This design comes from an exercise in tuning for small area, a short achievable clock period and few clock cycles per item on the open sky130 flow, not from production work.
RTL that was checked went through simulation tests only; none was proved equivalent to the original.
Power is estimated from default activity; no workload was simulated.

## main
==> module dfas_prep, before the edit <==
module dfas_prep (
  input  wire logic [63:0] a_digits,
  input  wire logic [63:0] b_digits,
  input  wire logic [10:0] a_exponent,
  input  wire logic [10:0] b_exponent,
  output logic [63:0]      da,          
  output logic [63:0]      db,
  output logic             za,          
  output logic             zb,
  output logic             gt_hi,       
  output logic             eq_hi,       
  output logic             ge_lo,       
  output logic [3:0]       sh_ab,       
  output logic [3:0]       sh_ba        
);
  always_comb begin
    for (int i = 0; i < 16; i++) begin
      da[4*i +: 4] = dfas_pkg::clamp_digit(a_digits[4*i +: 4]);
      db[4*i +: 4] = dfas_pkg::clamp_digit(b_digits[4*i +: 4]);
    end
    za     = (a_digits == '0);
    zb     = (b_digits == '0);
    gt_hi  = $signed(a_exponent[10:4]) > $signed(b_exponent[10:4]);
    eq_hi  = (a_exponent[10:4] == b_exponent[10:4]);
    ge_lo  = (a_exponent[3:0] >= b_exponent[3:0]);
    sh_ab  = 4'(a_exponent[3:0] - b_exponent[3:0]);
    sh_ba  = 4'(b_exponent[3:0] - a_exponent[3:0]);
  end
endmodule
==> module dfas_align, before the edit <==
module dfas_align (
  input  wire logic [63:0] da,
  input  wire logic [63:0] db,
  input  wire logic        za,
  input  wire logic        zb,
  input  wire logic        gt_hi,
  input  wire logic        eq_hi,
  input  wire logic        ge_lo,
  input  wire logic [3:0]  sh_ab,
  input  wire logic [3:0]  sh_ba,
  input  wire logic [10:0] a_exponent,
  input  wire logic [10:0] b_exponent,
  input  wire logic        a_sign,
  input  wire logic        b_sign,      
  output logic [79:0]      t,           
  output logic [10:0]      e,           
  output logic             sx,          
  output logic             sub          
);
  logic [63:0] x, yr, ys;
  logic        zany, a_ge_raw, a_ge, sel_a, sat;
  logic [3:0]  sh;
  logic [11:0] dab, dba;
  always_comb begin
    zany  = za || zb;
    a_ge_raw = gt_hi || (eq_hi && ge_lo);
    a_ge  = zany || a_ge_raw;
    sel_a = zb || (!za && a_ge_raw);
    sh    = zany ? 4'd0 : (a_ge_raw ? sh_ab : sh_ba);
    dab   = dfas_pkg::sub12({a_exponent[10], a_exponent}, {b_exponent[10], b_exponent});
    dba   = dfas_pkg::sub12({b_exponent[10], b_exponent}, {a_exponent[10], a_exponent});
    sat   = !zany && (a_ge_raw ? (dab[11:4] != '0) : (dba[11:4] != '0));
    sub   = a_sign ^ b_sign;
    x     = a_ge ? da : db;
    yr    = a_ge ? db : da;
    ys    = yr >> {sh, 2'b00};
    for (int i = 0; i < 16; i++) begin
      logic [3:0] d, ye;
      d  = sat ? 4'd0 : ys[4*i +: 4];
      ye = sub ? dfas_pkg::nines(d) : d;
      t[5*i +: 5] = {1'b0, x[4*i +: 4]} + {1'b0, ye};
    end
    e  = sel_a ? a_exponent : b_exponent;
    sx = a_ge ? a_sign : b_sign;
  end
endmodule
==> module decimal_float_add_subtract, before the edit <==
module decimal_float_add_subtract (
  input  wire logic               clk,
  input  wire logic               rst,
  input  wire logic               in_valid,
  output logic                    in_ready,
  input  wire logic               command,
  input  wire logic               a_sign,
  input  wire logic signed [10:0] a_exponent,
  input  wire logic [63:0]        a_digits,
  input  wire logic               b_sign,
  input  wire logic signed [10:0] b_exponent,
  input  wire logic [63:0]        b_digits,
  output logic                    out_valid,
  input  wire logic               out_ready,
  output logic                    result_sign,
  output logic signed [10:0]      result_exponent,
  output logic [63:0]             result_digits,
  output logic                    exponent_out_of_range
);
  logic        adv, o_free;
  logic        rdy;    
  logic        v0, sa0, sb0, za0, zb0, gth0, eqh0, gel0;
  logic [63:0] a0, b0;
  logic [10:0] ea0, eb0;
  logic [3:0]  sab0, sba0;
  logic        v1, sx1, sub1;
  logic [79:0] t1;
  logic [10:0] e1;
  logic        v2, ovf2, s2;
  logic [63:0] m2;
  logic [10:0] e2;
  logic        kv, k_sign, k_oor;
  logic [10:0] k_exp;
  logic [63:0] k_digits;
  logic [63:0] dap, dbp, mb;
  logic        zap, zbp, gthp, eqhp, gelp;
  logic [3:0]  sabp, sbap;
  logic [79:0] ta;
  logic [10:0] ea, eb;
  logic        sxa, suba, ovfb, sb;
  logic        zs, zo;
  logic [10:0] ze;
  logic [63:0] zd;
  assign adv      = !kv;
  assign in_ready = rdy;
  assign o_free   = !out_valid || out_ready;
  dfas_prep u_prep (
    .a_digits(a_digits), .b_digits(b_digits), .a_exponent(a_exponent),
    .b_exponent(b_exponent), .da(dap), .db(dbp), .za(zap), .zb(zbp), .gt_hi(gthp), .eq_hi(eqhp), .ge_lo(gelp),
    .sh_ab(sabp), .sh_ba(sbap)
  );
  dfas_align u_align (
    .da(a0), .db(b0), .za(za0), .zb(zb0), .gt_hi(gth0), .eq_hi(eqh0), .ge_lo(gel0), .sh_ab(sab0), .sh_ba(sba0),
    .a_exponent(ea0), .b_exponent(eb0),
    .a_sign(sa0), .b_sign(sb0), .t(ta), .e(ea), .sx(sxa), .sub(suba)
  );
  dfas_addsub u_addsub (
    .t(t1), .e(e1), .sx(sx1), .sub(sub1),
    .m(mb), .em(eb), .ovf(ovfb), .sign(sb)
  );
  dfas_norm u_norm (
    .m(m2), .em(e2), .ovf(ovf2), .sign(s2),
    .res_sign(zs), .res_exp(ze), .res_digits(zd), .res_oor(zo)
  );
  always_ff @(posedge clk) begin
    if (rst) begin
      v0        <= 1'b0;
      v1        <= 1'b0;
      v2        <= 1'b0;
      kv        <= 1'b0;
      rdy       <= 1'b1;
      out_valid <= 1'b0;
    end else begin
      if (adv) begin
        v0 <= in_valid;
        v1 <= v0;
        v2 <= v1;
      end
      if (o_free) begin
        out_valid <= kv || v2;
        kv        <= 1'b0;
        rdy       <= 1'b1;
      end else if (!kv) begin
        kv  <= v2;
        rdy <= !v2;
      end
    end
  end
  always_ff @(posedge clk) begin
    if (adv) begin
      a0   <= dap;
      b0   <= dbp;
      za0  <= zap;
      zb0  <= zbp;
      gth0 <= gthp;
      eqh0 <= eqhp;
      gel0 <= gelp;
      sab0 <= sabp;
      sba0 <= sbap;
      ea0  <= a_exponent;
      eb0  <= b_exponent;
      sa0  <= a_sign;
      sb0  <= b_sign ^ command;
      t1   <= ta;
      e1   <= ea;
      sx1  <= sxa;
      sub1 <= suba;
      m2   <= mb;
      e2   <= eb;
      ovf2 <= ovfb;
      s2   <= sb;
      k_sign   <= zs;
      k_exp    <= ze;
      k_digits <= zd;
      k_oor    <= zo;
    end
    if (o_free) begin
      result_sign           <= kv ? k_sign   : zs;
      result_exponent       <= kv ? k_exp    : ze;
      result_digits         <= kv ? k_digits : zd;
      exponent_out_of_range <= kv ? k_oor    : zo;
    end
  end
endmodule
export LEC_CHECK = 0
export ABC_AREA = 1
export CAP_MARGIN = 20
export CORE_MARGIN = 2
export CORE_UTILIZATION = 40
export CTS_CLUSTER_DIAMETER = 100
export CTS_CLUSTER_SIZE = 20
export SLEW_MARGIN = 20
create_clock -name core_clock -period 16.0 [get_ports {clk}]
standard.sh (not shown) runs the stock make flow with config.mk's settings and CLKGATE_MAP_FILE= SYNTH_SCRIPT=/design/flow/synth_recipe.tcl, a recipe that flattens the netlist after the stock synthesis.
==> flow/flow/run.sh <==
#!/bin/bash
# Own layout flow: the standard ORFS flow (standard.sh: unchanged synthesis and
# steps, the standard flow's constraint.sdc and clock period), with two changes to how the layout
# is made: the timing repair is asked to leave extra setup slack, so the layout is
# optimised for a shorter achieved period, and the port buffers are buf_1 cells (sized up by the repair where timing needs it)
# instead of the default delay-buffer cell. Every port still gets its buffer.
# make's full output is in run_standard.log; each step's tool log is in orfs/logs/.
set -euo pipefail
bash standard.sh SETUP_SLACK_MARGIN=11.6 \
  "BUFFER_PORTS_ARGS=-buffer_cell sky130_fd_sc_hd__buf_1" finish > run_standard.log 2>&1
test -f out/final.def
For the feature branch, these inputs were changed with respect to main:
--- a/flow/design.v
+++ b/flow/design.v
@@ -40,10 +40,9 @@
   output logic             za,          
   output logic             zb,
-  output logic             gt_hi,       
-  output logic             eq_hi,       
-  output logic             ge_lo,       
+  output logic             a_ge,        
   output logic [3:0]       sh_ab,       
   output logic [3:0]       sh_ba        
 );
+  logic [11:0] dab;
   always_comb begin
     for (int i = 0; i < 16; i++) begin
@@ -53,7 +52,6 @@
     za     = (a_digits == '0);
     zb     = (b_digits == '0);
-    gt_hi  = $signed(a_exponent[10:4]) > $signed(b_exponent[10:4]);
-    eq_hi  = (a_exponent[10:4] == b_exponent[10:4]);
-    ge_lo  = (a_exponent[3:0] >= b_exponent[3:0]);
+    dab    = dfas_pkg::sub12({a_exponent[10], a_exponent}, {b_exponent[10], b_exponent});
+    a_ge   = !dab[11];
     sh_ab  = 4'(a_exponent[3:0] - b_exponent[3:0]);
     sh_ba  = 4'(b_exponent[3:0] - a_exponent[3:0]);
@@ -65,7 +63,5 @@
   input  wire logic        za,
   input  wire logic        zb,
-  input  wire logic        gt_hi,
-  input  wire logic        eq_hi,
-  input  wire logic        ge_lo,
+  input  wire logic        a_ge_raw,
   input  wire logic [3:0]  sh_ab,
   input  wire logic [3:0]  sh_ba,
@@ -80,10 +76,9 @@
 );
   logic [63:0] x, yr, ys;
-  logic        zany, a_ge_raw, a_ge, sel_a, sat;
+  logic        zany, a_ge, sel_a, sat;
   logic [3:0]  sh;
   logic [11:0] dab, dba;
   always_comb begin
     zany  = za || zb;
-    a_ge_raw = gt_hi || (eq_hi && ge_lo);
     a_ge  = zany || a_ge_raw;
     sel_a = zb || (!za && a_ge_raw);
@@ -243,5 +238,5 @@
   logic        adv, o_free;
   logic        rdy;    
-  logic        v0, sa0, sb0, za0, zb0, gth0, eqh0, gel0;
+  logic        v0, sa0, sb0, za0, zb0, ge0;
   logic [63:0] a0, b0;
   logic [10:0] ea0, eb0;
@@ -257,5 +252,5 @@
   logic [63:0] k_digits;
   logic [63:0] dap, dbp, mb;
-  logic        zap, zbp, gthp, eqhp, gelp;
+  logic        zap, zbp, gep;
   logic [3:0]  sabp, sbap;
   logic [79:0] ta;
@@ -270,9 +265,9 @@
   dfas_prep u_prep (
     .a_digits(a_digits), .b_digits(b_digits), .a_exponent(a_exponent),
-    .b_exponent(b_exponent), .da(dap), .db(dbp), .za(zap), .zb(zbp), .gt_hi(gthp), .eq_hi(eqhp), .ge_lo(gelp),
+    .b_exponent(b_exponent), .da(dap), .db(dbp), .za(zap), .zb(zbp), .a_ge(gep),
     .sh_ab(sabp), .sh_ba(sbap)
   );
   dfas_align u_align (
-    .da(a0), .db(b0), .za(za0), .zb(zb0), .gt_hi(gth0), .eq_hi(eqh0), .ge_lo(gel0), .sh_ab(sab0), .sh_ba(sba0),
+    .da(a0), .db(b0), .za(za0), .zb(zb0), .a_ge_raw(ge0), .sh_ab(sab0), .sh_ba(sba0),
     .a_exponent(ea0), .b_exponent(eb0),
     .a_sign(sa0), .b_sign(sb0), .t(ta), .e(ea), .sx(sxa), .sub(suba)
@@ -316,7 +311,5 @@
       za0  <= zap;
       zb0  <= zbp;
-      gth0 <= gthp;
-      eqh0 <= eqhp;
-      gel0 <= gelp;
+      ge0  <= gep;
       sab0 <= sabp;
       sba0 <= sbap;
==> comparison <==
Delta (the feature branch minus main): power down 4.9%; pin count of the biggest net entering global routing up about 40%; maximum frequency down about 1.4%. NOTE: synthesized cell count in the feature branch falls short of that of main. Between main and the feature branch, routing usage on met3 decreased. The feature branch finished every step from synthesis to the final layout, and the layout passed the timing, design-rule and antenna checks.
Testbench counts of the feature branch, summed over its fixed seeds: cycles 16,032, items 16,000.
For main, only the layout was checked, not whether the RTL still works.

-- static timing again, ports no longer ideal --
Ports are ideal in the flow. The routed layouts listed here were re-timed in OpenROAD.
Step 1 sets driving cells, clkbuf_16 on the clock port and buf_2 on the other inputs (assumed; they add their load-dependent delay and slew).
Step 2 adds t to the input delays and takes it off the output delays; t is the mean of the earliest and latest rising clock arrival at the registers after step 1. Input paths then give back, and output paths get back, about the clock's delay inside the block.
a / b / c = no drivers / after step 1 / after step 2; a / b = the first two.
run	shift t [ns]	setup WS [ns]	clock arrival spread, ns	slew at the worst register clock pin (ns)	worst data-port slew with drivers (ns)
main	0.625	11.667 / 11.602 / 11.249	0.032 / 0.031	0.08 / 0.08	0.06
the feature branch	0.679	11.605 / 11.539 / 10.989	0.017 / 0.018	0.09 / 0.09	0.06
After both steps setup and hold are still met in every run listed. For the feature branch, which loses most, drivers alone change the setup slack by -0.066 ns; drivers and shift together by -0.616 ns.
